Source: an optimization exercise on an open RTL-to-GDS flow (aim: small area). Production flows keep margins and buffers that such runs may drop.
The RTL was checked by simulation tests, not by an equivalence proof against the original design.

## south
==> flow/design.v (excerpt) <==
module qoiEncoderTop (
	input logic clk,
	input logic reset,
	input logic pixelValid,
	input qoiPkg::pixelT pixelData,
	input logic pixelLast,
	output logic pixelReady,
	output logic byteValid,
	output logic [7:0] byteData,
	output logic byteLast,
	input logic byteReady
);
	localparam int W = 26;
	localparam int N = 64;
	typedef enum logic [3:0] {
		S_WAIT,    
		S_PASS,
		S_DEC,     
		S_RUN,
		S_LOOK,
		S_BYTES,
		S_ACC,
		S_END,
		S_CLRW,
		S_CLEAR
	} stateT;
	stateT state;
	logic [5:0] slot;
	logic [N*W-1:0] ringD;
	logic [N-1:0] ringV;
	logic [31:0] prev;
	logic first;
	logic pass2;
	logic passLoad;
	logic borrow;
	logic [5:0] hash;
	logic notSame;
	logic alphaDiffers;
	logic diffOut;
	logic lumaOut;
	logic [5:0] run;
	logic [2:0] pos;
	logic hitF;
	logic lastF;
	logic [4:0] t;
	logic [2:0] k;
	logic [1:0] ch;
	logic passing;
	logic x, y, d, bwNext, bwIn;
	logic insBit;
	logic [5:0] weight;
	logic [W-1:0] headD;
	logic headV;
	logic hit, atSlot, wr, clr;
	logic rep, alphaSame;
	logic [5:0] runNext;
	logic advance;
	logic [2:0] nBytes;
	logic [7:0] opByte;
	assign t = slot[4:0];
	assign k = t[2:0];
	assign ch = t[4:3];
  ...
==> module qoiEncoderTop, before the edit <==
module qoiEncoderTop (
	input logic clk,
	input logic reset,
	input logic pixelValid,
	input qoiPkg::pixelT pixelData,
	input logic pixelLast,
	output logic pixelReady,
	output logic byteValid,
	output logic [7:0] byteData,
	output logic byteLast,
	input logic byteReady
);
	localparam int W = 26;
	localparam int N = 64;
	typedef enum logic [3:0] {
		S_WAIT,    
		S_PASS,
		S_DEC,     
		S_RUN,
		S_LOOK,
		S_BYTES,
		S_ACC,
		S_END,
		S_CLRW,
		S_CLEAR
	} stateT;
	stateT state;
	logic [5:0] slot;
	logic [N*W-1:0] ringD;
	logic [N-1:0] ringV;
	logic [31:0] prev;
	logic first;
	logic pass2;
	logic passLoad;
	logic borrow;
	logic [5:0] hash;
	logic notSame;
	logic alphaDiffers;
	logic diffOut;
	logic lumaOut;
	logic [5:0] run;
	logic [2:0] pos;
	logic hitF;
	logic lastF;
	logic [4:0] t;
	logic [2:0] k;
	logic [1:0] ch;
	logic passing;
	logic x, y, d, bwNext, bwIn;
	logic insBit;
	logic [5:0] weight;
	logic [W-1:0] headD;
	logic headV;
	logic hit, atSlot, wr, clr;
	logic rep, alphaSame;
	logic [5:0] runNext;
	logic advance;
	logic [2:0] nBytes;
	logic [7:0] opByte;
	assign t = slot[4:0];
	assign k = t[2:0];
	assign ch = t[4:3];
	assign passing = (state == S_PASS);
	always_comb begin
		if (pass2) begin
			x = prev[0];
			y = t[4] ? prev[24] : prev[8];
		end else begin
			x = pixelData[t];
			y = first ? (ch == 2'd0) : prev[0];
		end
	end
	assign bwIn = (k != 3'd0) && borrow;
	assign d = x ^ y ^ bwIn;
	assign bwNext = (!x && y) || (!(x ^ y) && bwIn);
	always_comb begin
		if (passLoad)
			insBit = pixelData[t];
		else if (pass2 && !ch[0])
			insBit = prev[0];
		else
			insBit = d;
	end
	always_comb begin
		case (ch)
			2'd0: weight = 6'd11 << k;
			2'd1: weight = 6'd7 << k;
			2'd2: weight = 6'd5 << k;
			default: weight = 6'd3 << k;
		endcase
		if (k[2:1] == 2'b11)
			weight = 6'd0;
	end
	assign headD = ringD[N*W-1 -: W];
	assign headV = ringV[N-1];
	assign atSlot = (slot == hash);
	assign hit = headV ? (headD == pixelData[31:6]) : (pixelData == 32'd0);
	assign wr = (state == S_LOOK) && atSlot && !hit;
	assign clr = (state == S_CLEAR);
	assign rep = !notSame;
	assign alphaSame = !alphaDiffers;
	assign runNext = run + 6'd1;
	always_comb begin
		nBytes = 3'd1;
		opByte = 8'h00;
		if (hitF) begin
			opByte = {2'b00, hash};
		end else if (alphaSame && !diffOut) begin
			opByte = {2'b01, ~prev[25], prev[24], ~prev[17], prev[16], ~prev[9], prev[8]};
		end else if (alphaSame && !lumaOut) begin
			nBytes = 3'd2;
			opByte = (pos == 3'd0) ? {2'b10, ~prev[21], prev[20:16]}
				: {~prev[27], prev[26:24], ~prev[11], prev[10:8]};
		end else begin
			nBytes = alphaSame ? 3'd4 : 3'd5;
			case (pos)
				3'd0: opByte = alphaSame ? 8'hFE : 8'hFF;
				3'd1: opByte = pixelData.r;
				3'd2: opByte = pixelData.g;
				3'd3: opByte = pixelData.b;
				default: opByte = pixelData.a;
			endcase
		end
	end
	assign byteValid = (state == S_RUN) || (state == S_BYTES) || (state == S_END);
	assign byteLast = (state == S_END) && (pos == 3'd7);
	assign advance = byteValid && byteReady;
	always_comb begin
		case (state)
			S_RUN: byteData = {2'b11, run - 6'd1};
			S_END: byteData = {7'd0, byteLast};
			default: byteData = opByte;
		endcase
	end
	assign pixelReady = (state == S_ACC);
	always_ff @(posedge clk) begin
		ringD <= {ringD[(N-1)*W-1:0], wr ? pixelData[31:6] : headD};
		ringV <= {ringV[N-2:0], !clr && (wr || headV)};
	end
	always_ff @(posedge clk) begin
		if (passing)
			prev <= {insBit, prev[31:1]};
	end
	always_ff @(posedge clk) begin
		if (passing) begin
			borrow <= bwNext;
			if (passLoad) begin
			end else if (!pass2) begin
				hash <= ((t == 5'd0) ? 6'd0 : hash) + (x ? weight : 6'd0);
				notSame <= ((t == 5'd0) ? 1'b0 : notSame) || (x ^ y);
				alphaDiffers <= ((t == 5'd0) ? 1'b0 : alphaDiffers) || ((ch == 2'd0) && (x ^ y));
				diffOut <= ((t == 5'd0) ? 1'b0 : diffOut)
					|| ((ch != 2'd0) && (k >= 3'd2) && (d != prev[31]));
				lumaOut <= ((t == 5'd0) ? 1'b0 : lumaOut)
					|| ((ch == 2'd2) && (k >= 3'd6) && (d != prev[31]));
			end else begin
				lumaOut <= lumaOut || (ch[0] && (k >= 3'd4) && (d != prev[31]));
			end
		end
	end
	always_ff @(posedge clk) begin
		if (clr) begin
			first <= 1'b1;
			pass2 <= 1'b0;
			passLoad <= 1'b0;
			run <= 6'd0;
			pos <= 3'd0;
		end else begin
			case (state)
				S_DEC: begin
					lastF <= 1'b0;
					if (rep) begin
						run <= runNext;
						passLoad <= 1'b1;
					end
				end
				S_LOOK: begin
					if (atSlot) begin
						hitF <= hit;
						pos <= 3'd0;
						if (!hit && alphaSame && diffOut && !lumaOut)
							pass2 <= 1'b1;
					end
				end
				S_BYTES: begin
					if (advance) begin
						pos <= (pos == nBytes - 3'd1) ? 3'd0 : pos + 3'd1;
						if (pos == nBytes - 3'd1) begin
							pass2 <= 1'b0;
							passLoad <= 1'b1;
						end
					end
				end
				S_ACC: begin
					first <= 1'b0;
					passLoad <= 1'b0;
					lastF <= pixelLast;
				end
				S_RUN: begin
					if (advance)
						run <= 6'd0;
				end
				S_END: begin
					if (advance)
						pos <= pos + 3'd1;
				end
				default: ;
			endcase
		end
	end
	always_ff @(posedge clk or posedge reset) begin
		if (reset) begin
			state <= S_CLEAR;
			slot <= 6'd0;
		end else begin
			slot <= slot + 6'd1;
			case (state)
				S_WAIT: if (pixelValid && t == 5'd31) state <= S_PASS;
				S_PASS: if (t == 5'd31) state <= passLoad ? S_ACC : (pass2 ? S_BYTES : S_DEC);
				S_DEC: begin
					if (rep) begin
						state <= S_WAIT;
					end else if (run != 6'd0) begin
						state <= S_RUN;
					end else begin
						state <= S_LOOK;
					end
				end
				S_LOOK: begin
					if (atSlot) begin
						if (!hit && alphaSame && diffOut && !lumaOut)
							state <= S_WAIT;
						else
							state <= S_BYTES;
					end
				end
				S_BYTES: if (advance && pos == nBytes - 3'd1) state <= S_WAIT;
				S_ACC: begin
					if (rep)
						state <= (run == 6'(62) || pixelLast) ? S_RUN : S_WAIT;
					else
						state <= pixelLast ? S_END : S_WAIT;
				end
				S_RUN: if (advance) state <= lastF ? S_END : (notSame ? S_LOOK : S_WAIT);
				S_END: if (advance && pos == 3'd7) state <= S_CLRW;
				S_CLRW: if (slot == 6'(N - 1)) state <= S_CLEAR;
				S_CLEAR: if (slot == 6'(N - 1)) state <= S_WAIT;
				default: state <= S_CLEAR;
			endcase
		end
	end
endmodule
export LEC_CHECK = 0
export CAP_MARGIN = 20
export CORE_MARGIN = 2
export CORE_UTILIZATION = 50
export PLACE_DENSITY = 0.65
export SLEW_MARGIN = 20
create_clock -name core_clock -period 11.0 [get_ports {clk}]
standard.sh (not shown) runs the stock make flow with config.mk's settings and CLKGATE_MAP_FILE= SYNTH_SCRIPT=/design/flow/synth_recipe.tcl, a recipe that flattens the netlist after the stock synthesis.
==> flow/flow/run.sh <==
#!/bin/bash
# The standard layout (standard.sh) with three changes:
# - synthesis maps logic with an area-oriented abc script (flow/synth_area.tcl);
# - the clock tree is built from clkbuf_8 leaf buffers driving clusters of up to 20
#   flip-flops, without dummy loads;
# - the port buffers are buf_1.
# make and every tool it runs log to orfs/logs/; the make output is in flow.log.
set -euo pipefail
here=$(pwd)
export AREA_ABC_SCRIPT=$here/flow/abc_area.script
export FLOW_SYNTH_TCL=$here/synth_recipe.tcl
bash standard.sh \
  "SYNTH_SCRIPT=$here/flow/synth_area.tcl" \
  "CTS_ARGS=-sink_clustering_enable -repair_clock_nets -dont_use_dummy_load -buf_list sky130_fd_sc_hd__clkbuf_8 -sink_clustering_size 20 -sink_clustering_max_diameter 60" \
  "BUFFER_PORTS_ARGS=-buffer_cell sky130_fd_sc_hd__buf_1" \
  finish > flow.log 2>&1
==> flow/flow/abc_area.script <==
strash
dc2
dch -f
map -a
strash
dc2
dch -f
map -a
strash
balance
rewrite
refactor
balance
rewrite
rewrite -z
balance
refactor -z
rewrite -z
balance
dch -f
map -a
topo
==> flow/flow/synth_area.tcl <==
# The standard synthesis (synth_recipe.tcl, which sources ORFS's synth.tcl) with one change:
# abc runs an area-oriented script (flow/abc_area.script) in place of ORFS's speed script.
# Every other pass, and so every register and its name, is the standard synthesis's.
proc abc {args} {
  set i [lsearch -exact $args -script]
  if { $i >= 0 } { lset args [expr { $i + 1 }] $::env(AREA_ABC_SCRIPT) }
  yosys abc {*}$args
}
source $::env(FLOW_SYNTH_TCL)
> inputs changed (south -> north)
-- flow/design.v --
<<< south, line 71
	logic lumaOut;
	logic [5:0] run;
	logic [2:0] pos;
	logic hitF;
	logic lastF;
>>> north, line 71
	logic lumaOut;
	logic [5:0] run;
	logic hitF;
	logic lastF;
<<< south, line 86
	logic rep, alphaSame;
	logic [5:0] runNext;
	logic advance;
	logic [2:0] nBytes;
>>> north, line 85
	logic rep, alphaSame;
	logic [5:0] runNext;
	logic [2:0] pos;
	logic advance;
	logic [2:0] nBytes;
<<< south, line 127
	assign atSlot = (slot == hash);
	assign hit = headV ? (headD == pixelData[31:6]) : (pixelData == 32'd0);
	assign wr = (state == S_LOOK) && atSlot && !hit;
	assign clr = (state == S_CLEAR);
	assign rep = !notSame;
	assign alphaSame = !alphaDiffers;
	assign runNext = run + 6'd1;
	always_comb begin
		nBytes = 3'd1;
>>> north, line 127
	assign atSlot = (slot == hash);
	assign hit = headV ? (headD == pixelData[31:6]) : (pixelData == 32'd0);
	assign wr = (state == S_LOOK) && atSlot;
	assign clr = (state == S_CLEAR);
	assign rep = !notSame;
	assign alphaSame = !alphaDiffers;
	assign runNext = run + 6'd1;
	assign pos = run[2:0];
	always_comb begin
		nBytes = 3'd1;
<<< south, line 174
	end
	always_ff @(posedge clk) begin
		if (passing) begin
			borrow <= bwNext;
			if (passLoad) begin
			end else if (!pass2) begin
>>> north, line 175
	end
	always_ff @(posedge clk) begin
		borrow <= bwNext;
		if (passing) begin
			if (passLoad) begin
			end else if (!pass2) begin
<<< south, line 196
			passLoad <= 1'b0;
			run <= 6'd0;
			pos <= 3'd0;
		end else begin
			case (state)
>>> north, line 197
			passLoad <= 1'b0;
			run <= 6'd0;
		end else begin
			case (state)
<<< south, line 209
					if (atSlot) begin
						hitF <= hit;
						pos <= 3'd0;
						if (!hit && alphaSame && diffOut && !lumaOut)
							pass2 <= 1'b1;
>>> north, line 209
					if (atSlot) begin
						hitF <= hit;
						if (!hit && alphaSame && diffOut && !lumaOut)
							pass2 <= 1'b1;
<<< south, line 216
				S_BYTES: begin
					if (advance) begin
						pos <= (pos == nBytes - 3'd1) ? 3'd0 : pos + 3'd1;
						if (pos == nBytes - 3'd1) begin
							pass2 <= 1'b0;
>>> north, line 215
				S_BYTES: begin
					if (advance) begin
						run <= (pos == nBytes - 3'd1) ? 6'd0 : runNext;
						if (pos == nBytes - 3'd1) begin
							pass2 <= 1'b0;
<<< south, line 234
				S_END: begin
					if (advance)
						pos <= pos + 3'd1;
				end
				default: ;
>>> north, line 233
				S_END: begin
					if (advance)
						run <= runNext;
				end
				default: ;
- north reports a lower standard cell area after detailed placement than south does.
- Relative to south, post-synthesis instance area has gone down in north.
- [north vs south] area inside the core boundary: lower in north
- [north] post-synthesis instance total fell 14 relative to south
- north vs. south: number of unique standard cell types used by synthesis decreased 1; routability congestion estimate from global placement went up 2.8%.
- Compared with south, in north non-clock buffer count went up 5.9%; routed wire length went up 3.1%; met2 wire length went up 3.8%.

port drivers added, routing unchanged:
Ports are ideal in the flow. The routed layouts listed here were re-timed in OpenROAD. Step 1 (the two cells are an assumption about what drives the block):
set clk [get_ports {clk}]
set_driving_cell -lib_cell sky130_fd_sc_hd__clkbuf_16 $clk
set_driving_cell -lib_cell sky130_fd_sc_hd__buf_2 [delete_from_list [all_inputs] $clk]
Step 2 times the ports against the registers' clock, not the clock port: input delays grow and output delays shrink by t, the midpoint of the rising clock arrivals with the driver on. a / b / c = no drivers / after step 1 / after step 2; a / b = the first two.
run | t, ns | setup slack, ns | pins driven straight from the clock port
south | 0.756 | 5.133 / 5.076 / 5.076 | 1
north | 0.734 | 4.754 / 4.726 / 4.726 | 1
After both steps setup and hold are still met in every run listed. For south, which loses most, drivers alone change the setup slack by -0.057 ns; drivers and shift together by -0.057 ns.
